Source: an optimization exercise on an open RTL-to-GDS flow (aim: small area, a short achievable clock period and few clock cycles per item). Production flows keep margins and buffers that such runs may drop. RTL that was checked went through simulation tests only; none was proved equivalent to the original. No functional check of the RTL was part of run 5. Power is estimated from default activity; no workload was simulated.

[design/flow/design.v]
`default_nettype none
package sjfq_pkg;
    localparam int QUEUE_DEPTH = 16;
    localparam int CNT_W       = $clog2(QUEUE_DEPTH + 1);
    localparam int TAG_W       = 5;
    localparam int TIME_W      = 16;
    localparam int SUM_W       = 20;
    localparam int STATUS_W    = 2;
    localparam logic [TAG_W-1:0]    POS_MAX = {TAG_W{1'b1}};
    localparam logic [SUM_W-1:0]    SUM_MAX = {SUM_W{1'b1}};
    localparam logic [STATUS_W-1:0] STATUS_OK    = 2'd0;
    localparam logic [STATUS_W-1:0] STATUS_FULL  = 2'd1;
    localparam logic [STATUS_W-1:0] STATUS_EMPTY = 2'd2;
    localparam logic KIND_ENQ = 1'b0;
    localparam logic KIND_DEQ = 1'b1;
    typedef struct packed {
        logic load1;       
        logic load2;       
        logic exec;        
        logic v2_n;        
        logic out_load;    
    } sjfq_cmd_t;
    localparam int RES_W = STATUS_W + TAG_W + 1 + SUM_W + TIME_W + TAG_W;
endpackage
`default_nettype wire
`default_nettype none
import sjfq_pkg::*;
module sjfq_ctrl
(
    input  wire       aclk,
    input  wire       aresetn,
    input  wire       s_tvalid,
    output logic      s_tready,
    output logic      m_tvalid,
    input  wire       m_tready,
    output sjfq_pkg::sjfq_cmd_t cmd
);
    logic v1, v2, ov, any_free;
    logic v1_n, v2_n;
    logic out_free, exec, load2, adv1, acc;
    assign m_tvalid = ov;
    assign out_free = ~ov | m_tready;
    assign exec     = v2 & out_free;
    assign load2    = ~v2 | out_free;      
    assign adv1     = v1 & load2;
    assign s_tready = any_free | m_tready;   
    assign acc      = s_tvalid & s_tready;
    assign v1_n = acc | (v1 & ~adv1);
    assign v2_n = adv1 | (v2 & ~exec);
    assign cmd.load1    = s_tready;
    assign cmd.load2    = load2;
    assign cmd.exec     = exec;
    assign cmd.v2_n     = v2_n;
    assign cmd.out_load = out_free;
    always_ff @(posedge aclk) begin
        if (!aresetn) begin
            v1       <= 1'b0;
            v2       <= 1'b0;
            ov       <= 1'b0;
            any_free <= 1'b1;
        end else begin
            v1       <= v1_n;
            v2       <= v2_n;
            ov       <= exec | (ov & ~m_tready);
            any_free <= ~v1_n | ~v2_n | ~(exec | (ov & ~m_tready));
        end
    end
endmodule
`default_nettype wire
`default_nettype none
import sjfq_pkg::*;
module sjfq_dp
(
    input  wire                 aclk,
    input  wire                 aresetn,
    input  sjfq_pkg::sjfq_cmd_t cmd,
    input  wire                 in_kind,
    input  wire  [TIME_W-1:0]   in_time,
    output logic [RES_W-1:0]    res
);
    localparam int N      = QUEUE_DEPTH;
    localparam int STAG_W = 4;
    logic              k1;
    logic [TIME_W-1:0] t1;
    logic              k2;
    logic [TIME_W-1:0] t2;
    logic [N-1:0]      kb;
    logic [TIME_W-1:0] st [N];
    logic [STAG_W-1:0] sg [N];
    logic [CNT_W-1:0]  count;
    logic [SUM_W-1:0]  total;     
    logic              tsat;
    logic [TAG_W-1:0]  pos;
    logic [RES_W-1:0]  out_r, res_n;
    logic [N-1:0]      cmp, kb_n;
    logic              cmp_a;
    logic              full, empty, ins, deq;
    function automatic logic le16(input logic [TIME_W-1:0] a, input logic [TIME_W-1:0] b);
        logic [TIME_W-1:0] g, l;
        g = a & ~b;
        l = ~a & b;
        for (int w = 1; w < TIME_W; w = w * 2) begin
            for (int j = 0; j + w < TIME_W; j = j + 2 * w) begin
                g[j] = g[j + w] | (~l[j + w] & g[j]);
                l[j] = l[j + w] | (~g[j + w] & l[j]);
            end
        end
        le16 = ~g[0];
    endfunction
    always_ff @(posedge aclk) begin
        if (cmd.load1) begin
            k1 <= in_kind;
            t1 <= in_time;
        end
    end
    always_comb begin
        for (int i = 0; i < N; i++) begin
            cmp[i] = (CNT_W'(i) < count) && le16(st[i], t1);
        end
    end
    assign cmp_a = le16(t2, t1);
    always_comb begin
        for (int i = 0; i < N; i++) begin
            if (ins_ok) begin
                if (kb[i])
                    kb_n[i] = cmp[i];
                else if (i == 0 || kb[(i == 0) ? 0 : i - 1])
                    kb_n[i] = cmp_a;
                else
                    kb_n[i] = cmp[(i == 0) ? 0 : i - 1];
            end else if (deq_ok) begin
                kb_n[i] = (i == N - 1) ? 1'b0 : cmp[(i == N - 1) ? i : i + 1];
            end else begin
                kb_n[i] = cmp[i];
            end
        end
    end
    assign full  = (count == CNT_W'(N));
    assign empty = (count == '0);
    logic              ins_ok, deq_ok, k2_n;
    logic [CNT_W-1:0]  count_n;
    assign ins  = cmd.exec && ins_ok;
    assign deq  = cmd.exec && deq_ok;
    assign k2_n = cmd.load2 ? k1 : k2;
    always_ff @(posedge aclk) begin
        if (!aresetn) begin
            ins_ok <= 1'b0;
            deq_ok <= 1'b0;
        end else begin
            ins_ok <= cmd.v2_n && (k2_n == KIND_ENQ) && (count_n != CNT_W'(N));
            deq_ok <= cmd.v2_n && (k2_n == KIND_DEQ) && (count_n != '0);
        end
    end
    always_ff @(posedge aclk) begin
        if (cmd.load2) begin
            k2      <= k1;
            t2      <= t1;
            kb      <= kb_n;
        end
    end
    localparam int SLOT_W = STAG_W + TIME_W;
    logic [SLOT_W-1:0] sl [N];
    logic [SLOT_W-1:0] sl_n [N];
    logic [SLOT_W-1:0] sl_new;
    logic [N-1:0]      s_hold, s_prev, s_next, s_new;
    assign sl_new = {count[STAG_W-1:0], t2};
    always_comb begin
        for (int i = 0; i < N; i++) begin
            s_next[i] = deq && (i < N - 1);
            s_new[i]  = ins && !kb[i] && (i == 0 || kb[(i == 0) ? 0 : i - 1]);
            s_prev[i] = ins && (i > 0) && !kb[(i == 0) ? 0 : i - 1];
            s_hold[i] = !s_next[i] && !(ins && !kb[i]);
        end
        for (int i = 0; i < N; i++) begin
            sl_n[i] = ({SLOT_W{s_hold[i]}} & sl[i])
                    | ({SLOT_W{s_new[i]}}  & sl_new)
                    | ({SLOT_W{s_prev[i]}} & sl[(i == 0) ? 0 : i - 1])
                    | ({SLOT_W{s_next[i]}} & sl[(i == N - 1) ? i : i + 1]);
        end
    end
    always_ff @(posedge aclk) begin
        for (int i = 0; i < N; i++) begin
            sl[i] <= sl_n[i];
        end
    end
    always_comb begin
        for (int i = 0; i < N; i++) begin
            st[i] = sl[i][TIME_W-1:0];
            sg[i] = sl[i][SLOT_W-1:TIME_W];
        end
    end
    logic [SUM_W-1:0]  ut;        
    logic              usat;
    logic [SUM_W:0]    u_deq, u_ins;
    logic [SUM_W-1:0]  sum;
    logic              late;
    logic [TAG_W-1:0]  cnt_inc, cnt_dec, head_tag;
    assign u_deq    = {1'b0, ut} + (SUM_W+1)'(st[1]);
    assign u_ins    = {1'b0, total} + (SUM_W+1)'(t2);
    assign sum      = usat ? SUM_MAX : ut;
    assign late     = pos[TAG_W-1] || (sg[0] < pos[STAG_W-1:0]);
    assign cnt_inc  = TAG_W'(count) + TAG_W'(1);
    assign cnt_dec  = TAG_W'(count) - TAG_W'(1);
    assign head_tag = TAG_W'(sg[0]) + TAG_W'(1);
    always_comb begin
        if (k2 == KIND_ENQ) begin
            if (full)
                res_n = {STATUS_FULL, TAG_W'(N), 1'b0, SUM_W'(0), TIME_W'(0), TAG_W'(0)};
            else
                res_n = {STATUS_OK, cnt_inc, 1'b0, SUM_W'(0), TIME_W'(0), cnt_inc};
        end else begin
            if (empty)
                res_n = {STATUS_EMPTY, TAG_W'(0), 1'b0, SUM_W'(0), TIME_W'(0), TAG_W'(0)};
            else
                res_n = {STATUS_OK, cnt_dec, late, sum, st[0], head_tag};
        end
    end
    always_ff @(posedge aclk) begin
        if (cmd.out_load) out_r <= res_n;
    end
    assign res = out_r;
    always_comb begin
        count_n = count;
        if (ins) count_n = count + CNT_W'(1);
        if (deq) count_n = count - CNT_W'(1);
    end
    always_ff @(posedge aclk) begin
        if (!aresetn) begin
            count <= '0;
            total <= '0;
            tsat  <= 1'b0;
            ut    <= '0;
            usat  <= 1'b0;
            pos   <= '0;
        end else begin
            count <= count_n;
            if (deq) begin
                if (count == CNT_W'(1)) begin
                    total <= '0;
                    tsat  <= 1'b0;
                    ut    <= '0;
                    usat  <= 1'b0;
                    pos   <= '0;
                end else begin
                    total <= ut;
                    tsat  <= usat;
                    ut    <= u_deq[SUM_W-1:0];
                    usat  <= usat || u_deq[SUM_W];
                    pos   <= (pos == POS_MAX) ? pos : pos + TAG_W'(1);
                end
            end else if (s_new[0]) begin
                ut   <= u_ins[SUM_W-1:0];
                usat <= tsat || u_ins[SUM_W];
            end
        end
    end
endmodule
`default_nettype wire
`default_nettype none
import sjfq_pkg::*;
module shortest_job_first_queue_top
(
    input  wire         aclk,
    input  wire         aresetn,
    input  wire         s_tvalid,
    output logic        s_tready,
    input  wire  [15:0] s_tdata,    
    input  wire  [0:0]  s_tuser,    
    output logic        m_tvalid,
    input  wire         m_tready,
    output logic [47:0] m_tdata,    
    output logic [1:0]  m_tuser     
);
    sjfq_pkg::sjfq_cmd_t cmd;
    logic [RES_W-1:0]    res;
    sjfq_ctrl u_ctrl (
        .aclk     (aclk),
        .aresetn  (aresetn),
        .s_tvalid (s_tvalid),
        .s_tready (s_tready),
        .m_tvalid (m_tvalid),
        .m_tready (m_tready),
        .cmd      (cmd)
    );
    sjfq_dp u_dp (
        .aclk     (aclk),
        .aresetn  (aresetn),
        .cmd      (cmd),
        .in_kind  (s_tuser[0]),
        .in_time  (s_tdata[TIME_W-1:0]),
        .res      (res)
    );
    assign m_tdata = {1'b0, res[RES_W-3:0]};
    assign m_tuser = res[RES_W-1:RES_W-2];
endmodule
`default_nettype wire
[design/flow/config.mk]
export PLATFORM = sky130hd
export DESIGN_NAME = shortest_job_first_queue_top
export DESIGN_NICKNAME = shortest_job_first_queue_top
export VERILOG_FILES = /design/flow/design.v
export SDC_FILE = /design/flow/constraint.sdc
export NUM_CORES = 4
export LEC_CHECK = 0
export ABC_AREA = 1
export CAP_MARGIN = 0
export CORE_MARGIN = 2
export CORE_UTILIZATION = 55
export CTS_BUF_LIST = sky130_fd_sc_hd__clkbuf_4 sky130_fd_sc_hd__clkbuf_8
export SETUP_SLACK_MARGIN = 1.7
export SLEW_MARGIN = 0
[design/flow/run.sh]
#!/bin/bash
# synth_recipe.tcl (not shown) runs the flow's synth.tcl, then flattens the netlist and writes it again
# the make line also repeats each setting of config.mk as NAME=value (left out here)
make -C /OpenROAD-flow-scripts/flow DESIGN_CONFIG=/design/flow/config.mk WORK_HOME=/design/flow/orfs CLKGATE_MAP_FILE= SYNTH_SCRIPT=/design/flow/synth_recipe.tcl finish
[design/flow/constraint.sdc]
create_clock -name core_clock -period 4.0 [get_ports {aclk}]
set_input_delay 0.8000 -clock core_clock [delete_from_list [all_inputs] [get_ports {aclk}]]
set_output_delay 0.8000 -clock core_clock [all_outputs]
set_load 0.01 [all_outputs]
==> metrics.md, run 1 <==
| Metric | Value |
|---|---|
| Status | `no timing/DRC/antenna violations` |
| Die area | `0.0530 mm2` |
| CP max stage delay | `0.51 ns` |
| Remaining Overflow, GRT | `0` |
| DRT Wirelength | `95.2 mm` |
| I/O pin count | `73` |
| Max-slew violations | `0` |
| Share of layout cells above drive strength 1 | `9.97%` |
| Met1 wire length | `39.5 mm` |
| Iteration-0 DRC count of the detailed router | `between 2,000 and 3,000` |
| CP max stage cell | `edfxtp_1` |
| Via count | `approximately 30,000` |
| TritonCTS Buffers | `85` |
| EDFF count, synth | `98` |
| Die Ht | `between 200 and 250 um` |
| Endpoint class of the critical path | `register` |
| Via density | `5.76` |
| LEAKAGE | `14.9 nW` |
| Number of port buffers | `slightly above 70` |
| Multi-input logic area | `approximately 0.015 mm2` |
| Arr. time, crit path | `2.68 ns` |
| Post-Syn Nets | `4,312` |
| Cell Area, Synth | `~0.028 mm2` |
| PwrDens | `453 mW/mm2` |
| Crit path depth | `15` |
| CTS tree | `yes` |
| Ys async rst share | `0%` |
| Met2 WL | `~45 mm` |
| First-pass GRT wire length | `between 100 and 150 mm` |
| Average size of a mapped cell | `roughly 6.6 um2` |
| Final setup vio count | `0` |
| Clk_skew | `0.0319 ns` |
| WS Path Type | `register to register` |
| CP Buf/Inv Count | `3` |
| Hold path cells | `1` |
| Setup TNS | `0 ns` |
| Hold Violations, Final | `0` |
| Final period utilization | `a little under three fifths` |
| Synthesized flop and latch total | `477` |
| Largest net degree at the start of global routing | `105` |
| Number of global-route vias before repair | `between 20,000 and 30,000` |
| CP top delay family | `simple AND/OR/NAND/NOR gates` |
| GRT Util Overall | `35.1%` |
| Global placement routability congestion | `approximately 0.94` |
| # fillers | `4,811` |
| Storage cell area | `0.0105 mm2` |
| RSZ-0062 raised after global routing | `true` |
| Clock Sinks | `477` |
| Site Rows | `82` |
| Post-synth top flop | `dfxtp_1` |
| Hold slack | `0.479 ns` |
| Initial antenna violation count | `1` |
| Layout net count | `~4,400` |
| ANT nets after route | `0` |
| F_max | `445 MHz` |
| YS warnings | `6` |
| CTS root buf | `clkbuf_8` |
| Worst min path class | `register to register` |
| Die W | `230 um` |
| Tmin final | `2.25 ns` |
| Post-synthesis sequential area ratio | `37.4%` |
| Rel. slew slack | `roughly 45%` |
| Critical path cell sequence | `buf_4, buf_4, nand2_1, o21ai_0, nand3_1, nand2_1, nand2_1, nand2_4, nand2_4, nand2_8, inv_2, nand2_1, nand3_1, nand2_1, nand2_1` |
| Initial Utilization | `between 50% and 60%` |
| Peak VDD IR | `317 uV` |
| CP Max Fanout | `7` |
| Worst R2R Path Depth | `15` |
| DR WL met3 | `approximately 6.3 mm` |
| Kind of start point of the critical path | `register` |
| Max Used Layer | `met4` |
| Worst path most repeated cell | `nand2_1` |
| Hold buffers post-CTS | `0` |
| Synth unique cells | `51` |
| Drt first pass iters | `6` |
| Layout overhead on the synthesized area | `14.5%` |
| Core Region | `between 0.05 and 0.06 mm2` |
| H-tree depth | `3` |
| DR WL/cell | `between 15 and 20 um` |
| Worst-path clk slew | `0.07 ns` |
| Worst Path Required | `4.43 ns` |
| Syn Inst Count | `4,247` |
| Clock latency (worst-skew pair) | `0.68 ns` |
| Max Cap Viol | `0` |
| DPL Wire Length | `between 60 and 70 mm` |
| Clock buffer depth | `3` |
| Worst-margin pin slew | `0.827 ns` |
| DRC Markers | `0` |
kinds of logic (layout without fill, tap and decap cells):
logic type	count (synthesis)	count (layout)	synth area share, %
xor+xnor	10	10	0.311
buf+inv	674	828	9.81
simple gates	2048	2049	30.0
compound gates	993	993	20.5
fa+ha+maj	44	44	2.01
other cells	1	4	0.0133
flops	477	477	37.4
cells in the final DEF (no fill, tap or decap), types with 50 or more instances in the layout:
cell type      count
clkbuf_8         104
o21ai_1           55
nor2_1           299
o211ai_1         116
dfxtp_1          378
nand4_1           69
a22oi_1          139
buf_4            124
nand2_1         1319
inv_1            411
o21ai_0          349
dlygate4sd2_1     50
edfxtp_1          98
a21oi_1          253
nand3_1          269
Yosys cell counts, types with 2 or more instances:
cell      count  share of area (%)
nor3b_1       3              0.080
nand2_1    1335                 18
nand4_1      69                1.5
nor2_1      308                4.1
o21a_1       17               0.45
nor3_1        8               0.14
o211ai_1    116                3.1
buf_2       107                1.9
ha_1         42                1.9
o22ai_1      17               0.38
inv_2        24               0.32
nand3_1     273                4.9
edfxtp_1     98                 10
or2_2         9               0.20
a31oi_1       5               0.11
nor2_4        8               0.32
o21bai_1      6               0.16
xor2_1        7               0.22
o221ai_1      4               0.12
inv_1       420                5.6
clkbuf_1     90                1.2
o21ai_1      33               0.59
nor2_2        8               0.18
a21oi_2       7               0.22
nand2_2       3              0.067
fa_1          2               0.14
a21oi_1     263                4.7
nand3b_1     18               0.48
xnor2_1       3              0.093
dfxtp_1     379                 27
o21ai_0     374                6.6
clkinv_1      3              0.040
a22oi_1     139                3.7
a21o_1        7               0.19
buf_1         9               0.12
buf_6         6               0.24
buf_4        13               0.35
path summary, 6_finish.rpt:
path / from / endpoint / slack [ns]
worst max-delay path: u_dp.t2[0] / u_dp.kb[6] / 1.75
worst min-delay path: u_ctrl.v1 / u_ctrl.any_free / 0.48
worst min register to register: u_ctrl.v1 / u_ctrl.any_free / 0.48
worst max register to register: u_dp.t2[0] / u_dp.kb[6] / 1.75
repair_timing:
item,in CTS,in global routing
buffers inserted,41,15
resized for setup,90,82
setup endpoints to repair,414,238
gates cloned,0,3
pin swaps,3,6
power by group:
part	total, W	internal, W	switching [W]
clock	0.00497	0.00281	0.00216
combinational	0.00313	0.00112	0.00201
sequential	0.00650	0.00570	0.000795
state kept, by name (all words and copies together), names as in the netlist, 5 cells and up:
name / count
u_dp.count: 5
u_dp.kb: 16
u_dp.out_r: 49
u_dp.pos: 5
u_dp.sl: 320
u_dp.t1: 16
u_dp.t2: 16
u_dp.total: 20
u_dp.ut: 20
per-layer routing:
metal,global-route usage (%),up-vias
met5,0,-
met4,17.3,0
met3,3.91,218
met2,59.4,1164
met1,44.5,13600
li1,-,14300
stage by stage:
step	area, um2	std cells	power, W	setup WS, ns	util (%)
after floorplan	28300	4247	0.00856	1.67	-
after global placement	29600	4863	0.00948	0.561	58.7
after detailed placement	29600	4863	0.00951	0.548	58.7
after CTS	31800	5056	0.0145	1.57	63.1
after global routing	32200	5075	0.0154	1.67	64.0
final	32200	5077	0.0146	1.75	64.0
final cells by class:
class	count	share of cell area, %
timing repair inverter	1	0.0233
clock inverter	19	0.563
sequential	477	32.7
tap	672	2.61
inverter	449	5.47
multi-input combinational	3097	47.1
clock buffer	133	5.12
timing repair buffer	226	6.43
antenna	3	0.0233
worst reg2reg max path: cells and delay by family, from the launching register on:
family	cells	cell delay (ns)
buffers and inverters	3	0.41
AO/OA/AOI/OAI	1	0.08
flip-flops	1	0.51
AND/OR/NAND/NOR	11	1.06
Testbench counts, summed over its fixed seeds: cycles 12,024, items 12,000.
==> inputs of run 2 (changes only) <==
--- a/design/flow/config.mk
+++ b/design/flow/config.mk
@@ -8,3 +8,3 @@
 export ABC_AREA = 1
-export CAP_MARGIN = 0
+export CAP_MARGIN = 20
 export CORE_MARGIN = 2
@@ -12,3 +12,3 @@
 export CTS_BUF_LIST = sky130_fd_sc_hd__clkbuf_4 sky130_fd_sc_hd__clkbuf_8
-export SETUP_SLACK_MARGIN = 1.7
-export SLEW_MARGIN = 0
+export SETUP_SLACK_MARGIN = 1.6
+export SLEW_MARGIN = 20
==> run 2 against run 1 <==
Net effect: die area did not move; synthesized area stayed put; via count shrank 0.45%; sequential cell count unchanged; synthesized cell count is the same; clock skew rose by 0.022 ns; wire length increased by 0.27%; largest power group unchanged.
==> metrics.md, run 2 <==
| Metric | Value |
|---|---|
| Status | `no timing/DRC/antenna violations` |
| Tmin final | `2.36 ns (+0.107 ns)` |
| DPL Wire Length | `68.8 mm (-0.78%)` |
| Setup TNS | `0 ns (unchanged)` |
| Global placement routability congestion | `0.963 (+2.7%)` |
| Die area | `0.0530 mm2 (unchanged)` |
| Worst-margin pin slew | `0.844 ns (+0.0167 ns)` |
| Critical path cell sequence | `buf_6, ha_4, inv_1, fa_2, inv_2, nand3_1, nand2_2, a21oi_4, o21bai_2, or2_2, nand3_1, nand3_1, nand2_1, inv_1` |
| Antenna Cells | `0 (-3)` |
| Largest registers | `u_dp.sl: 320 flops, u_dp.out_r: 49 flops` |
| Iteration-0 DRC count of the detailed router | `2,811 (-0.35%)` |
| Hold Violations, Final | `0 (unchanged)` |
| Worst-path clk slew | `0.07 ns (about the same)` |
| Most frequent cells in the layout | `nand2_1, inv_1, dfxtp_1` |
| Via count | `29,100 (-0.45%)` |
| Post-synthesis sequential area ratio | `37.4% (unchanged)` |
| Biggest register | `u_dp.sl` |
| Initial antenna violation count | `0 (-1)` |
| RSZ-0062 raised after global routing | `true` |
| Cell taking the most area after synthesis | `dfxtp_1` |
| CP top delay family | `simple AND/OR/NAND/NOR gates` |
| Layout overhead on the synthesized area | `13.5%` |
| Layout net count | `4,390 (-0.27%)` |
| Worst min path class | `register to register` |
| CTS tree | `yes` |
| Worst reg2reg setup slack | `1.64 ns (-0.11 ns)` |
| I/O pin count | `73 (unchanged)` |
| CP Buf/Inv Count | `4 (+1)` |
| Origin of the critical flop-to-flop path | `u_dp.t2[0]` |
| Ys async rst share | `0% (unchanged)` |
| Synth unique cells | `51 (unchanged)` |
| Max reg flops | `320 (unchanged)` |
| Arr. time, crit path | `2.90 ns (+0.22 ns)` |
| WS Path Type | `register to register` |
| F_max | `424 MHz (-4.5%)` |
| Cell Area, Synth | `0.0281 mm2 (unchanged)` |
| Site Rows | `82 (unchanged)` |
| Worst Path Required | `4.54 ns (+0.11 ns)` |
| Average size of a mapped cell | `6.63 um2 (unchanged)` |
| TritonCTS Buffers | `85 (unchanged)` |
| Max-slew violations | `0 (unchanged)` |
| Beginning of the critical path | `u_dp.t2[0]` |
| LEAKAGE | `14.6 nW (-1.7%)` |
| DRC Markers | `0 (unchanged)` |
| Clock latency (worst-skew pair) | `0.69 ns (about the same)` |
| Remaining Overflow, GRT | `0 (unchanged)` |
| Max Cap Viol | `0 (unchanged)` |
| Synthesized flop and latch total | `477 (unchanged)` |
| PwrDens | `452 mW/mm2 (-0.29%)` |
| H-tree depth | `3 (unchanged)` |
| DRT Wirelength | `95.5 mm (+0.27%)` |
| Worst path most repeated cell | `nand3_1` |
| Largest net degree at the start of global routing | `96 (-8.6%)` |
| Die Ht | `230 um (unchanged)` |
| Initial Utilization | `55.9% (unchanged)` |
| Commonest non-fill, non-tap cell in the layout | `nand2_1` |
| YS warnings | `6 (unchanged)` |
| Die W | `230 um (unchanged)` |
| Number of global-route vias before repair | `27,200 (-0.39%)` |
| ANT nets after route | `0 (unchanged)` |
| Endpoint class of the critical path | `register` |
| Hold Crit Start | `u_dp.sl[15][19]` |
| DR WL/cell | `18.9 um (+0.56%)` |
| Core Region | `0.0504 mm2 (unchanged)` |
| Share of layout cells above drive strength 1 | `8.91% (-1.1 points)` |
| Rel. slew slack | `43.7% (-1.1 points)` |
| CP max stage cell | `edfxtp_1` |
| Final setup vio count | `0 (unchanged)` |
| Peak VDD IR | `288 uV (-9.2%)` |
| Drt first pass iters | `6 (unchanged)` |
| Syn Inst Count | `4,247 (unchanged)` |
| Clock Sinks | `477 (unchanged)` |
| CP Max Fanout | `3 (-4)` |
| Clock buffer depth | `3 (unchanged)` |
| GRT Util Overall | `35.1% (about the same)` |
| Commonest cells in the netlist | `nand2_1, inv_1, dfxtp_1` |
| Top cell type's share of synthesized area | `27.0% (unchanged)` |
| Synth top area cells | `dfxtp_1, nand2_1, edfxtp_1, o21ai_0, inv_1` |
| Hold buffers post-CTS | `0 (unchanged)` |
| First-pass GRT wire length | `148 mm (-0.28%)` |
| Post-synth top flop | `dfxtp_1` |
| Most frequent cell after synthesis | `nand2_1` |
| Clk_skew | `0.0539 ns (+0.0220 ns)` |
| Total Power | `0.0144 W (-1.2%)` |
| Kind of start point of the critical path | `register` |
| Number of port buffers | `71 (unchanged)` |
| Via density | `5.75 (-0.15%)` |
| CTS root buf | `clkbuf_8` |
| CP max stage delay | `0.43 ns (-0.08 ns)` |
| Post-Syn Nets | `4,312 (unchanged)` |
| Final period utilization | `58.9% (+2.7 points)` |
| EDFF count, synth | `98 (unchanged)` |
[run 2: cell types whose count changed in the layout (fill, tap and decap cells not counted), sizes merged, moves of 2 or more]
cell,delta
dlygate4sd2,-49
clkdlybuf4s50,+48
buf,-12
clkinv,+6
clkinvlp,-3
diode,-3
clkbuf,-2
dlymetal6s2s,+2
[run 2: what timing repair did]
item | CTS | global route
pin swaps | 2 | 5
cloned | 1 | 2
setup buffers | 41 | 13
endpoints found under the setup margin | 376 | 205
resized for setup | 41 | 33
[run 2: cell type report]
class	instances	area, um2
Clock inverter	20	121
Sequential cell	477	10500
Multi-Input combinational cell	3096	15000
Inverter	449	1770
Clock buffer	132	1640
Fill cell	4828	18400
Tap cell	672	841
Timing Repair inverter	1	8.76
Timing Repair Buffer	215	2020
[run 2: power breakdown]
group | leakage (nW) | switching [W] | internal (W)
Sequential | 4.28 | 0.000823 | 0.00570
Clock | 0.950 | 0.00214 | 0.00267
Combinational | 9.42 | 0.00199 | 0.00111
[run 2: worst register-to-register path, cell delays in order, from the launching register on]
cell and delay (ns):
edfxtp_1 0.43, buf_6 0.17, ha_4 0.18, inv_1 0.11, fa_2 0.22, inv_2 0.05, nand3_1 0.08, nand2_2 0.09
a21oi_4 0.17, o21bai_2 0.11, or2_2 0.28, nand3_1 0.07, nand3_1 0.14, nand2_1 0.09, inv_1 0.04
[run 2: logic make-up after synthesis]
logic type               count (synthesis)  share of synthesized area [%]
AO/OA/AOI/OAI                          993                           20.5
adder cells (fa/ha/maj)                 44                           2.01
flip-flops                             477                           37.4
other                                    1                         0.0133
XOR/XNOR                                10                          0.311
buffers and inverters                  674                           9.81
AND/OR/NAND/NOR                       2048                           30.0
[run 2: path summary, 6_finish.rpt]
path                            cells past startpoint         endpoint
worst max register to register                     14      u_dp.ut[10]
worst min-delay path                                2  u_dp.sl[15][19]
worst min register to register                      2  u_dp.sl[15][19]
worst max-delay path                               14      u_dp.ut[10]
[run 2: through the flow]
stage / hold slack [ns] / utilization [%] / setup slack [ns] / instance area [um2] / std cells
3_5_place_dp: 0.460 / 58.3 / 0.680 / 29400 / 4853
4_1_cts: 0.474 / 62.8 / 1.40 / 31600 / 5047
5_1_grt: 0.499 / 63.4 / 1.52 / 31900 / 5062
2_1_floorplan: 0.421 / - / 1.63 / 28200 / 4247
3_3_place_gp: 0.457 / 58.3 / 0.701 / 29400 / 4853
6_report: 0.472 / 63.4 / 1.64 / 31900 / 5062
[run 2: layer usage]
metal  track usage [%]  share of wire, %  vias up
li1                  -                 -    14300
met1              44.5                42    13400
met2              58.9                46     1196
met3              4.51               6.8      242
met4              17.4               5.0        0
met5                 0                 0        -
==> inputs of run 3 (changes only) <==
--- a/design/flow/config.mk
+++ b/design/flow/config.mk
@@ -10,5 +10,5 @@
 export CORE_MARGIN = 2
-export CORE_UTILIZATION = 55
+export CORE_UTILIZATION = 65
 export CTS_BUF_LIST = sky130_fd_sc_hd__clkbuf_4 sky130_fd_sc_hd__clkbuf_8
-export SETUP_SLACK_MARGIN = 1.6
+export SETUP_SLACK_MARGIN = 1.7
 export SLEW_MARGIN = 20
==> run 3 against run 2 <==
Net effect: die area is 15% lower; largest power group unchanged; still clean on timing, DRC and antenna; first-iteration DRC count rose by 25%; power fell by 0.75%; clock skew decreased by 0.023 ns; wire length down 3.1%.
==> metrics.md, run 3 <==
| Metric | Value |
|---|---|
| Worst-margin pin slew | `0.829 ns (-0.0145 ns)` |
| Syn Inst Count | `4,247 (unchanged)` |
| Worst path most repeated cell | `nand2_1` |
| RSZ-0062 raised after global routing | `true` |
| Beginning of the critical path | `u_dp.count[4]` |
| Max reg flops | `320 (unchanged)` |
| Top cell type's share of synthesized area | `27.0% (unchanged)` |
| Post-synthesis sequential area ratio | `37.4% (unchanged)` |
| Biggest register | `u_dp.sl` |
| Max Cap Viol | `0 (unchanged)` |
| Commonest cells in the netlist | `nand2_1, inv_1, dfxtp_1` |
| R2r endpoint | `u_dp.kb[13]` |
| Arr. time, crit path | `2.83 ns (-0.07 ns)` |
| Peak VDD IR | `377 uV (+31%)` |
| Finished Layout Cells | `4,973 (-1.8%)` |
| Final period utilization | `57.7% (-1.2 points)` |
| Hold Violations, Final | `0 (unchanged)` |
| Iteration-0 DRC count of the detailed router | `3,527 (+25%)` |
| DRC Markers | `0 (unchanged)` |
| GRT Util Overall | `39.8% (+4.7 points)` |
| Die area | `0.0450 mm2 (-15%)` |
| Average size of a mapped cell | `6.63 um2 (unchanged)` |
| Critical path cell sequence | `clkinvlp_4, nand3_1, nand2_1, inv_1, nand3b_1, a21oi_1, nand2_1, nand2_1, nand2_1, a21oi_1` |
| Worst Hold Path EP | `u_ctrl.any_free` |
| WS Path Type | `register to register` |
| Commonest non-fill, non-tap cell in the layout | `nand2_1` |
| Die W | `212 um (-7.9%)` |
| Tmin final | `2.31 ns (-0.0474 ns)` |
| Drt first pass iters | `8 (+2)` |
| H-tree depth | `3 (unchanged)` |
| Worst R2R Path Depth | `10 (-4)` |
| Number of port buffers | `71 (unchanged)` |
| CP Max Fanout | `10 (+7)` |
| CP Buf/Inv Count | `2 (-2)` |
| EDFF count, synth | `98 (unchanged)` |
| Share of layout cells above drive strength 1 | `9.39% (+0.48 points)` |
| Worst-path clk slew | `0.07 ns (about the same)` |
| CTS root buf | `clkbuf_8` |
| CTS tree | `yes` |
| F_max | `433 MHz (+2.1%)` |
| Hold slack | `0.465 ns (-0.00698 ns)` |
| Global placement routability congestion | `0.997 (+3.6%)` |
| CP max stage cell | `dfxtp_1` |
| Site Rows | `76 (-7.3%)` |
| CP top delay family | `simple AND/OR/NAND/NOR gates` |
| DRT Wirelength | `92.5 mm (-3.1%)` |
| Remaining Overflow, GRT | `0 (unchanged)` |
| CP max stage delay | `0.48 ns (+0.05 ns)` |
| Worst Path Required | `4.52 ns (-0.02 ns)` |
| Worst min path class | `register to register` |
| YS warnings | `6 (unchanged)` |
| I/O pin count | `73 (unchanged)` |
| Synth unique cells | `51 (unchanged)` |
| Core Region | `0.0429 mm2 (-15%)` |
| Hold buffers post-CTS | `0 (unchanged)` |
| Die Ht | `212 um (-7.9%)` |
| Initial Utilization | `65.6% (+9.8 points)` |
| # fillers | `3,564 (-26%)` |
| DP Cell Count | `4,752 (-2.1%)` |
| Core Util, Final | `74.0% (+11 points)` |
| Final setup vio count | `0 (unchanged)` |
| Layout net count | `4,389 (-0.023%)` |
| PwrDens | `451 mW/mm2 (-0.15%)` |
| Clock buffer depth | `3 (unchanged)` |
| Max-slew violations | `0 (unchanged)` |
| Kind of start point of the critical path | `register` |
| Clock Sinks | `477 (unchanged)` |
| Crit path depth | `10 (-4)` |
| LEAKAGE | `14.8 nW (+0.73%)` |
| TritonCTS Buffers | `81 (-4.7%)` |
| ANT nets after route | `0 (unchanged)` |
| Setup TNS | `0 ns (unchanged)` |
| Clk_skew | `0.0308 ns (-0.0231 ns)` |
| Post-Syn Nets | `4,312 (unchanged)` |
| Synthesized flop and latch total | `477 (unchanged)` |
| Clock latency (worst-skew pair) | `0.69 ns (about the same)` |
| Antenna Cells | `0 (unchanged)` |
| Cell taking the most area after synthesis | `dfxtp_1` |
| First-pass GRT wire length | `142 mm (-3.8%)` |
| Via density | `6.01 (+4.5%)` |
| Initial antenna violation count | `0 (unchanged)` |
| Origin of the critical flop-to-flop path | `u_dp.count[4]` |
| Post-synth top flop | `dfxtp_1` |
| Number of global-route vias before repair | `27,300 (+0.50%)` |
| Endpoint class of the critical path | `register` |
| Most frequent cells in the layout | `nand2_1, inv_1, dfxtp_1` |
| Ys async rst share | `0% (unchanged)` |
| Synth top area cells | `dfxtp_1, nand2_1, edfxtp_1, o21ai_0, inv_1` |
| DR WL/cell | `18.6 um (-1.4%)` |
| Hold Crit Start | `u_ctrl.v1` |
| Worst reg2reg setup slack | `1.69 ns (+0.05 ns)` |
| Cell Area, Synth | `0.0281 mm2 (unchanged)` |
| Rel. slew slack | `44.7% (+0.95 points)` |
| DPL Wire Length | `65.4 mm (-4.9%)` |
| Hold path cells | `1 (-1)` |
| Most frequent cell after synthesis | `nand2_1` |
| Status | `no timing/DRC/antenna violations` |
| Via count | `29,900 (+2.7%)` |
| Layout overhead on the synthesized area | `12.8%` |
| Largest net degree at the start of global routing | `171 (+78%)` |
| Largest registers | `u_dp.sl: 320 flops, u_dp.out_r: 49 flops` |
## run 3: cell count changes in the layout (fill, tap and decap cells not counted), sizes merged
cell and change:
nand2 +1, dlygate4sd2 +50, clkbuf -6, clkinvlp +6, inv -1, dlymetal6s2s -2
bufbuf -1, clkdlybuf4s50 -48, clkinv -1
## run 3: timing repair
item / in CTS / in global routing
buffers inserted: 52 / 16
setup endpoints to repair: 450 / 236
pin swaps: 5 / 7
cloned: 1 / 5
gates resized for setup: 87 / 75
## run 3: layout make-up
type / instances / area (um2) / share of cell area [%]
repair buffers: 214 / 1900 / 5.97
well taps: 585 / 732 / 2.31
clock buffers: 126 / 1540 / 4.85
inverters: 449 / 1760 / 5.56
repair inverters: 4 / 31.3 / 0.0985
flip-flops and latches: 477 / 10500 / 33.2
clock inverters: 21 / 153 / 0.481
multi-input cells: 3097 / 15100 / 47.6
## run 3: power breakdown
| part | switching, W | internal [W] |
|---|---|---|
| combinational | 0.00203 | 0.00110 |
| sequential | 0.000794 | 0.00570 |
| clock | 0.00212 | 0.00257 |
## run 3: kinds of logic after synthesis
group	share of synthesized area, %
buffers and inverters	9.81
AOI/OAI and AO/OA	20.5
adders and majority gates	2.01
and+or+nand+nor	30.0
other	0.0133
DFF	37.4
xor gates and xnor gates	0.311
## run 3: worst max path at each step
stage                       end  slack (ns)
floorplan           u_dp.ins_ok        1.67
global placement     u_dp.ut[9]        0.36
detailed placement   u_dp.ut[9]        0.31
CTS                 u_dp.kb[15]        1.70
global route        u_dp.ut[13]        1.62
finish              u_dp.kb[13]        1.69
## run 3: per-stage QoR
stage / total power (W) / setup WS (ns) / instance area (um2)
floorplan: 0.00856 / 1.67 / 28300
finish: 0.0143 / 1.69 / 31700
global placement: 0.00941 / 0.357 / 29200
detailed placement: 0.00947 / 0.311 / 29200
CTS: 0.0141 / 1.70 / 31300
global route: 0.0150 / 1.62 / 31700
## run 3: routing by layer
metal / wire [um] / global-route usage (%)
met4: 5350 / 24.5
met5: 0 / 0
met3: 8210 / 5.45
met1: 36200 / 49.4
met2: 42700 / 65.8
==> inputs of run 4 (changes only) <==
--- a/design/flow/config.mk
+++ b/design/flow/config.mk
@@ -10,3 +10,3 @@
 export CORE_MARGIN = 2
-export CORE_UTILIZATION = 65
+export CORE_UTILIZATION = 50
 export CTS_BUF_LIST = sky130_fd_sc_hd__clkbuf_4 sky130_fd_sc_hd__clkbuf_8
==> run 4 against run 3 <==
Net effect: still clean; first-iteration DRC count shrank 31%; cell count grew 3.9%; final area grew 2.1%; clock skew grew 0.0080 ns; clock power grew 3%; largest cell class unchanged; highest routed layer is now met5.
==> metrics.md, run 4 <==
| Metric | Value |
|---|---|
| CP endpoint | `u_dp.ut[10]` |
| Synth unique cells | `51 (unchanged)` |
| I/O pin count | `73 (unchanged)` |
| WS Path Type | `register to register` |
| Global placement routability congestion | `0.940 (-5.7%)` |
| Post-synthesis sequential area ratio | `37.4% (unchanged)` |
| Worst-margin pin slew | `0.935 ns (+0.106 ns)` |
| Flop pwr share | `44.8% (-0.6 points)` |
| Worst Path Required | `4.58 ns (+0.06 ns)` |
| Share of layout cells above drive strength 1 | `10.5% (+1.1 points)` |
| PwrDens | `448 mW/mm2 (-0.65%)` |
| Number of global-route vias before repair | `27,000 (-0.89%)` |
| Post-Syn Nets | `4,312 (unchanged)` |
| Commonest non-fill, non-tap cell in the layout | `nand2_1` |
| Design internal power | `0.00946 W (+0.84%)` |
| Rel. slew slack | `37.6% (-7.1 points)` |
| Syn Inst Count | `4,247 (unchanged)` |
| Die Ht | `241 um (+14%)` |
| Most frequent cell after synthesis | `nand2_1` |
| Worst reg2reg setup slack | `1.77 ns (+0.08 ns)` |
| EDFF count, synth | `98 (unchanged)` |
| Synthesized flop and latch total | `477 (unchanged)` |
| CTS tree | `yes` |
| Beginning of the critical path | `u_dp.ut[8]` |
| Sw power | `0.00507 W (+2.7%)` |
| R2r endpoint | `u_dp.ut[10]` |
| ANT nets after route | `0 (unchanged)` |
| Total Power | `0.0145 W (+1.5%)` |
| LEAKAGE | `15.0 nW (+1.4%)` |
| Origin of the critical flop-to-flop path | `u_dp.ut[8]` |
| Hold buffers post-CTS | `0 (unchanged)` |
| Site Rows | `86 (+13%)` |
| Final setup vio count | `0 (unchanged)` |
| Cell Area, Synth | `0.0281 mm2 (unchanged)` |
| Peak VDD IR | `321 uV (-15%)` |
| Tmin final | `2.23 ns (-0.0751 ns)` |
| Average size of a mapped cell | `6.63 um2 (unchanged)` |
| Top cell type's share of synthesized area | `27.0% (unchanged)` |
| Worst R2R Path Depth | `11 (+1)` |
| CTS root buf | `clkbuf_8` |
| Status | `no timing/DRC/antenna violations` |
| CP Max Fanout | `5 (-5)` |
| Sw Share | `34.9% (+0.41 points)` |
| F_max | `448 MHz (+3.4%)` |
| Hold Violations, Final | `0 (unchanged)` |
| Ys async rst share | `0% (unchanged)` |
| Biggest register | `u_dp.sl` |
| Clock latency (worst-skew pair) | `0.70 ns (about the same)` |
| Initial Utilization | `50.8% (-15 points)` |
| Clock power share | `33.3% (+0.5 points)` |
| Core Region | `0.0554 mm2 (+29%)` |
| DPL Wire Length | `71.9 mm (+9.9%)` |
| Max Cap Viol | `0 (unchanged)` |
| Post-synth top flop | `dfxtp_1` |
| Via count | `29,200 (-2.3%)` |
| Commonest cells in the netlist | `nand2_1, inv_1, dfxtp_1` |
| Kind of start point of the critical path | `register` |
| Worst min path class | `register to register` |
| Most frequent cells in the layout | `nand2_1, inv_1, dfxtp_1` |
| Worst-path clk slew | `0.06 ns (about the same)` |
| Remaining Overflow, GRT | `0 (unchanged)` |
| Drt first pass iters | `7 (-1)` |
| Clock Sinks | `477 (unchanged)` |
| Iteration-0 DRC count of the detailed router | `2,428 (-31%)` |
| Layout overhead on the synthesized area | `15.2%` |
| Clk_skew | `0.0388 ns (+0.00803 ns)` |
| Die area | `0.0582 mm2 (+29%)` |
| H-tree depth | `3 (unchanged)` |
| DRC Markers | `0 (unchanged)` |
| Clock buffer depth | `3 (unchanged)` |
| Layout net count | `4,415 (+0.59%)` |
| DRT Wirelength | `101 mm (+9.4%)` |
| Initial antenna violation count | `3 (+3)` |
| Max reg flops | `320 (unchanged)` |
| RSZ-0062 raised after global routing | `true` |
| Hold Crit Start | `u_dp.sl[15][17]` |
| First-pass GRT wire length | `154 mm (+8.5%)` |
| Via density | `5.65 (-6.0%)` |
| Arr. time, crit path | `2.82 ns (about the same)` |
| TritonCTS Buffers | `86 (+6.2%)` |
| Logic pwr share | `21.9% (about the same)` |
| Max-slew violations | `0 (unchanged)` |
| Cell taking the most area after synthesis | `dfxtp_1` |
| Number of port buffers | `71 (unchanged)` |
| Setup TNS | `0 ns (unchanged)` |
| Synth top area cells | `dfxtp_1, nand2_1, edfxtp_1, o21ai_0, inv_1` |
| Largest net degree at the start of global routing | `72 (-58%)` |
| Largest registers | `u_dp.sl: 320 flops, u_dp.out_r: 49 flops` |
| Endpoint class of the critical path | `register` |
| YS warnings | `6 (unchanged)` |
| Core Util, Final | `58.5% (-16 points)` |
| Die W | `241 um (+14%)` |
| DR WL/cell | `19.6 um (+5.3%)` |
| GRT Util Overall | `34.2% (-5.6 points)` |
| Final period utilization | `55.8% (-1.9 points)` |
[run 4: cell counts after synthesis]
No cell type changed its count.
[run 4: kinds of logic (layout without fill, tap and decap cells)]
family / count (synthesis) / in the layout / share of synthesized area, %
xor gates and xnor gates: 10 / 10 / 0.311
adders and majority gates: 44 / 44 / 2.01
buffers and inverters: 674 / 846 / 9.81
other: 1 / 2 / 0.0133
and+or+nand+nor: 2048 / 2049 / 30.0
AOI/OAI and AO/OA: 993 / 993 / 20.5
DFF: 477 / 477 / 37.4
[run 4: cell type report]
type | instances | area (um2)
timing repair inverter | 2 | 12.5
clock inverter | 26 | 123
fill | 5454 | 23000
sequential | 477 | 10500
antenna | 1 | 2.50
timing repair buffer | 237 | 2170
tap | 748 | 936
clock buffer | 132 | 1650
inverter | 449 | 1750
multi-input combinational | 3097 | 15200
[run 4: worst min path at each step]
stage	end	slack, ns	cells past startpoint
final	u_dp.sl[15][17]	0.47	2
after global routing	u_dp.sl[15][17]	0.49	2
after CTS	u_dp.tsat	0.47	2
after detailed placement	u_dp.sl[15][17]	0.46	2
after global placement	u_dp.sl[15][18]	0.46	2
after floorplan	u_dp.t2[4]	0.42	0
[run 4: power by group through the flow]
| stage | clock network, W | registers (W) | logic, W |
|---|---|---|---|
| final | 0.00484 | 0.00651 | 0.00318 |
| after global routing | 0.00509 | 0.00661 | 0.00360 |
| after CTS | 0.00489 | 0.00648 | 0.00305 |
| after detailed placement | 0 | 0.00659 | 0.00297 |
| after global placement | 0 | 0.00660 | 0.00296 |
| after floorplan | 0 | 0.00629 | 0.00227 |
[run 4: what timing repair did]
action,CTS,global route
endpoints found under the setup margin,441,193
setup buffers,36,32
cloned,4,2
pin swaps,5,17
resized for setup,101,105
[run 4: through the flow]
step                setup slack (ns)  instance area (um2)  hold WS (ns)  std cells
floorplan                       1.67                28300         0.421       4247
global placement               0.479                29600         0.458       4936
detailed placement             0.459                29600         0.463       4936
CTS                             1.56                31800         0.473       5134
global route                    1.63                32400         0.490       5169
finish                          1.77                32400         0.474       5169
[run 4: layer usage]
| layer | vias to the layer above | track usage [%] | wire, um |
|---|---|---|---|
| li1 | 14300 | - | - |
| met1 | 13500 | 43.3 | 42200 |
| met2 | 1123 | 57.2 | 47400 |
| met3 | 270 | 5.04 | 6650 |
| met4 | 4 | 16.6 | 4910 |
| met5 | - | 0 | 25 |
[run 4: worst max-delay path, stage by stage, from the launching register on]
cell	delay [ns]
dfxtp_1	0.54
ha_1	0.35
nand2_1	0.17
inv_1	0.05
nand2_1	0.06
nand2_1	0.13
inv_1	0.09
nand3_1	0.23
o21ai_0	0.26
nand3_1	0.15
nand2_1	0.08
inv_1	0.03
==> inputs of run 5 (changes only) <==
--- a/design/flow/design.v
+++ b/design/flow/design.v
@@ -16,3 +16,2 @@
     typedef struct packed {
-        logic load1;       
         logic load2;       
@@ -37,5 +36,5 @@
 );
-    logic v1, v2, ov, any_free;
-    logic v1_n, v2_n;
-    logic out_free, exec, load2, adv1, acc;
+    logic v2, ov, any_free;
+    logic v2_n, ov_n;
+    logic out_free, exec, load2, acc;
     assign m_tvalid = ov;
@@ -43,10 +42,8 @@
     assign exec     = v2 & out_free;
-    assign load2    = ~v2 | out_free;      
-    assign adv1     = v1 & load2;
+    assign load2    = ~v2 | out_free;        
     assign s_tready = any_free | m_tready;   
     assign acc      = s_tvalid & s_tready;
-    assign v1_n = acc | (v1 & ~adv1);
-    assign v2_n = adv1 | (v2 & ~exec);
-    assign cmd.load1    = s_tready;
-    assign cmd.load2    = load2;
+    assign v2_n = acc | (v2 & ~exec);
+    assign ov_n = exec | (ov & ~m_tready);
+    assign cmd.load2    = s_tready;
     assign cmd.exec     = exec;
@@ -56,3 +53,2 @@
         if (!aresetn) begin
-            v1       <= 1'b0;
             v2       <= 1'b0;
@@ -61,6 +57,5 @@
         end else begin
-            v1       <= v1_n;
             v2       <= v2_n;
-            ov       <= exec | (ov & ~m_tready);
-            any_free <= ~v1_n | ~v2_n | ~(exec | (ov & ~m_tready));
+            ov       <= ov_n;
+            any_free <= ~v2_n | ~ov_n;
         end
@@ -109,8 +104,4 @@
     endfunction
-    always_ff @(posedge aclk) begin
-        if (cmd.load1) begin
-            k1 <= in_kind;
-            t1 <= in_time;
-        end
-    end
+    assign k1 = in_kind;
+    assign t1 = in_time;
     always_comb begin
--- a/design/flow/config.mk
+++ b/design/flow/config.mk
@@ -10,5 +10,4 @@
 export CORE_MARGIN = 2
-export CORE_UTILIZATION = 50
-export CTS_BUF_LIST = sky130_fd_sc_hd__clkbuf_4 sky130_fd_sc_hd__clkbuf_8
-export SETUP_SLACK_MARGIN = 1.7
+export CORE_UTILIZATION = 40
+export SETUP_SLACK_MARGIN = 2.0
 export SLEW_MARGIN = 20
==> run 5 against run 4 <==
Net effect: die area increased by 25%; count of clock-buffer cells in the layout decreased by 45; final area increased by 8.7%; combinational power increased by 81%; first-iteration DRC count increased by 19%; cell count increased by 7.0%; critical endpoint is now s_tready.
==> metrics.md, run 5 <==
| Metric | Value |
|---|---|
| Die area | `0.0725 mm2 (+25%)` |
| Initial Utilization | `40.3% (-11 points)` |
| I/O pin count | `73 (unchanged)` |
| Commonest cells in the netlist | `nand2_1, inv_1, dfxtp_1` |
| Global placement routability congestion | `0.933 (-0.73%)` |
| EDFF count, synth | `81 (-17%)` |
| DRC Markers | `0 (unchanged)` |
| Layout net count | `4,615 (+4.5%)` |
| Remaining Overflow, GRT | `0 (unchanged)` |
| Ys async rst share | `0% (unchanged)` |
| LEAKAGE | `15.6 nW (+4.5%)` |
| Drt first pass iters | `6 (-1)` |
| Most frequent cell after synthesis | `nand2_1` |
| Layout overhead on the synthesized area | `25.3%` |
| Hold buffers post-CTS | `0 (unchanged)` |
| Via density | `5.53 (-2.0%)` |
| Endpoint class of the critical path | `primary output` |
| Post-synthesis sequential area ratio | `35.5% (-1.9 points)` |
| Kind of start point of the critical path | `primary input` |
| Final Cell Area | `0.0353 mm2 (+8.7%)` |
| WS Path Type | `primary input to primary output` |
| Worst Path Required | `3.20 ns (-1.38 ns)` |
| Post-synth top flop | `dfxtp_1` |
| PwrDens | `511 mW/mm2 (+14%)` |
| First-pass GRT wire length | `169 mm (+9.7%)` |
| YS warnings | `6 (unchanged)` |
| Peak VDD IR | `427 uV (+33%)` |
| Clock latency (worst-skew pair) | `0.64 ns (-0.06 ns)` |
| Die W | `269 um (+12%)` |
| Rel. slew slack | `46.0% (+8.4 points)` |
| Cell Area, Synth | `0.0282 mm2 (about the same)` |
| Status | `no timing/DRC/antenna violations` |
| Tmin final | `2.29 ns (+0.0542 ns)` |
| Final setup vio count | `0 (unchanged)` |
| Most frequent cells in the layout | `nand2_1, inv_1, dfxtp_1` |
| Via count | `30,600 (+4.9%)` |
| Clk_skew | `0.0197 ns (-0.0191 ns)` |
| Synth Area in Compound Gates | `16.9% (-3.6 points)` |
| Top cell type's share of synthesized area | `26.9% (-0.074 points)` |
| Finished Layout Cells | `5,533 (+7.0%)` |
| Iteration-0 DRC count of the detailed router | `2,890 (+19%)` |
| Synth top area cells | `dfxtp_1, nand2_1, edfxtp_1, inv_1, o21ai_0` |
| GRT Util Overall | `29.6% (-4.6 points)` |
| CTS root buf | `clkbuf_16` |
| RSZ-0062 raised after global routing | `true` |
| Max Cap Viol | `0 (unchanged)` |
| Worst min path class | `register to register` |
| Synth Area in Adders | `2.01% (about the same)` |
| Largest net degree at the start of global routing | `71 (-1.4%)` |
| Initial antenna violation count | `0 (-3)` |
| Number of global-route vias before repair | `28,800 (+6.3%)` |
| Worst-margin pin slew | `0.809 ns (-0.126 ns)` |
| Site Rows | `97 (+13%)` |
| Largest registers | `u_dp.sl: 320 flops, u_dp.out_r: 49 flops` |
| Antenna Cells | `0 (-1)` |
| Max reg flops | `320 (unchanged)` |
| CTS tree | `yes` |
| Largest family of logic cells by synthesized area | `simple AND/OR/NAND/NOR gates` |
| # fillers | `6,977 (+28%)` |
| Commonest non-fill, non-tap cell in the layout | `nand2_1` |
| Share of layout cells above drive strength 1 | `19.2% (+8.7 points)` |
| CP max stage delay | `0.20 ns (-0.34 ns)` |
| XOR/XNOR share of the synthesized area | `0.280% (-0.031 points)` |
| Core Region | `0.0699 mm2 (+26%)` |
| TritonCTS Buffers | `53 (-38%)` |
| Synthesized flop and latch total | `459 (-3.8%)` |
| Hold Violations, Final | `0 (unchanged)` |
| Max-slew violations | `0 (unchanged)` |
| ANT nets after route | `0 (unchanged)` |
| Biggest register | `u_dp.sl` |
| Hold Crit Start | `u_dp.sl[15][18]` |
| Clock Sinks | `459 (-3.8%)` |
| Die Ht | `269 um (+12%)` |
| Final period utilization | `57.2% (+1.4 points)` |
| Post-DP Area | `0.0305 mm2 (+3.3%)` |
| Post-Syn Nets | `4,487 (+4.1%)` |
| DPL Wire Length | `78.3 mm (+8.9%)` |
| H-tree depth | `2 (-1)` |
| CP Max Fanout | `3 (-2)` |
| Multi-input logic area | `0.0175 mm2 (+15%)` |
| Average size of a mapped cell | `6.37 um2 (-3.9%)` |
| Syn Inst Count | `4,422 (+4.1%)` |
| Synth unique cells | `51 (unchanged)` |
| Cell taking the most area after synthesis | `dfxtp_1` |
| DRT Wirelength | `114 mm (+12%)` |
| Origin of the critical flop-to-flop path | `u_dp.t2[7]` |
| Worst-path clk slew | `0.06 ns (about the same)` |
| Beginning of the critical path | `m_tready` |
| F_max | `437 MHz (-2.4%)` |
| Mux contribution to synthesized area | `0% (unchanged)` |
| DR WL/cell | `20.5 um (+4.8%)` |
| Storage cell area | `0.0100 mm2 (-4.7%)` |
| Arr. time, crit path | `1.49 ns (-1.33 ns)` |
| Simple-Gate Fraction of Synth Area | `35.3% (+5.3 points)` |
| DP Cell Count | `5,300 (+7.4%)` |
| Number of port buffers | `71 (unchanged)` |
| Setup TNS | `0 ns (unchanged)` |
| Critical path cell sequence | `buf_6, nor2_4, clkinvlp_4, buf_6` |
| Clock buffer depth | `3 (unchanged)` |
| Worst path most repeated cell | `buf_6` |
| CP max stage cell | `nor2_4` |
[run 5: cell types whose count changed in the layout (fill, tap and decap cells not counted), moves of 91 or more]
| cell | previous run | this run |
|---|---|---|
| nand2_1 | 1314 | 1570 |
| o21ai_0 | 348 | 157 |
| a21oi_1 | 251 | 116 |
| o2111ai_1 | 0 | 106 |
| clkbuf_8 | 106 | 13 |
| o21ai_1 | 55 | 146 |
[run 5: worst paths after layout]
kind,end,slack (ns),cells past startpoint
max,s_tready,1.71,4
min reg2reg,u_dp.sl[15][18],0.47,2
max reg2reg,u_dp.kb[2],1.91,14
min,u_dp.sl[15][18],0.47,2
[run 5: final cells by class]
type / instances / area share [%]
clock buffer: 87 / 4.55
clock inverter: 11 / 0.291
inverter: 470 / 5.50
multi-input combinational: 3276 / 49.5
sequential: 459 / 28.5
tap: 940 / 3.34
timing repair buffer: 290 / 8.32
[run 5: cell families after synthesis]
family / after synthesis
AOI/OAI and AO/OA: 797
DFF: 459
xor gates and xnor gates: 9
other: 1
and+or+nand+nor: 2418
buffers and inverters: 694
adders and majority gates: 44
[run 5: metal layers]
metal / global-route usage, % / vias to the layer above / wire (um)
met4: 17.2 / 0 / 7190
li1: - / 14800 / -
met5: 0 / - / 0
met3: 4.45 / 309 / 8560
met2: 48.1 / 1307 / 51100
met1: 37.4 / 14300 / 46700
[run 5: critical path: cells and delay by family]
kind                   cells  cell delay, ns
and+or+nand+nor            1            0.20
buffers and inverters      3            0.48
[run 5: report_power, final]
group	switching [W]	internal, W	leakage (nW)
Clock	0.00212	0.00280	0.843
Sequential	0.00134	0.00599	4.07
Combinational	0.00370	0.00205	10.7
[run 5: stage by stage]
| step | hold WS, ns | utilization, % | worst slack, ns | total power, W |
|---|---|---|---|---|
| 2_1_floorplan | 0.438 | - | 1.65 | 0.0107 |
| 3_3_place_gp | 0.450 | 43.7 | 0.514 | 0.0124 |
| 3_5_place_dp | 0.455 | 43.7 | 0.483 | 0.0124 |
| 4_1_cts | 0.479 | 48.3 | 1.69 | 0.0176 |
| 5_1_grt | 0.489 | 50.4 | 1.65 | 0.0190 |
| 6_report | 0.474 | 50.4 | 1.71 | 0.0180 |
[run 5: repair_timing]
action | in CTS | in global routing
hold endpoints to repair | 0 | 0
setup endpoints to repair | 530 | 208
pin swaps | 38 | 106
buffers inserted | 70 | 46
cloned | 12 | 7
resized for setup | 489 | 302

[re-timing with driven ports]
No port has a modelled driver above. Below, the same layouts with a new extraction and two added sets of constraints.
Step 1 sets driving cells, clkbuf_16 on the clock port and buf_2 on the other inputs (assumed; they add their load-dependent delay and slew).
Step 2 also shifts input and output timing later by t, the mid clock arrival at the registers, as if the neighbouring blocks saw the same clock.
a / b / c = ideal ports / drivers / drivers and shift; a / b = the first two.
run | t (ns) | slack for setup (ns) | hold WS [ns]
run 1 | 0.723 | 1.751 / 1.718 / 1.310 | 0.479 / 0.479 / 0.479
run 2 | 0.723 | 1.644 / 1.607 / 1.298 | 0.472 / 0.472 / 0.472
run 3 | 0.734 | 1.692 / 1.678 / 1.083 | 0.465 / 0.465 / 0.465
run 4 | 0.739 | 1.767 / 1.718 / 1.145 | 0.474 / 0.474 / 0.474
run 5 | 0.682 | 1.712 / 1.663 / 1.300 | 0.474 / 0.474 / 0.474
After both steps every run listed still meets setup and hold. For run 4, which loses most, drivers alone change the setup slack by -0.049 ns; drivers and shift together by -0.622 ns.
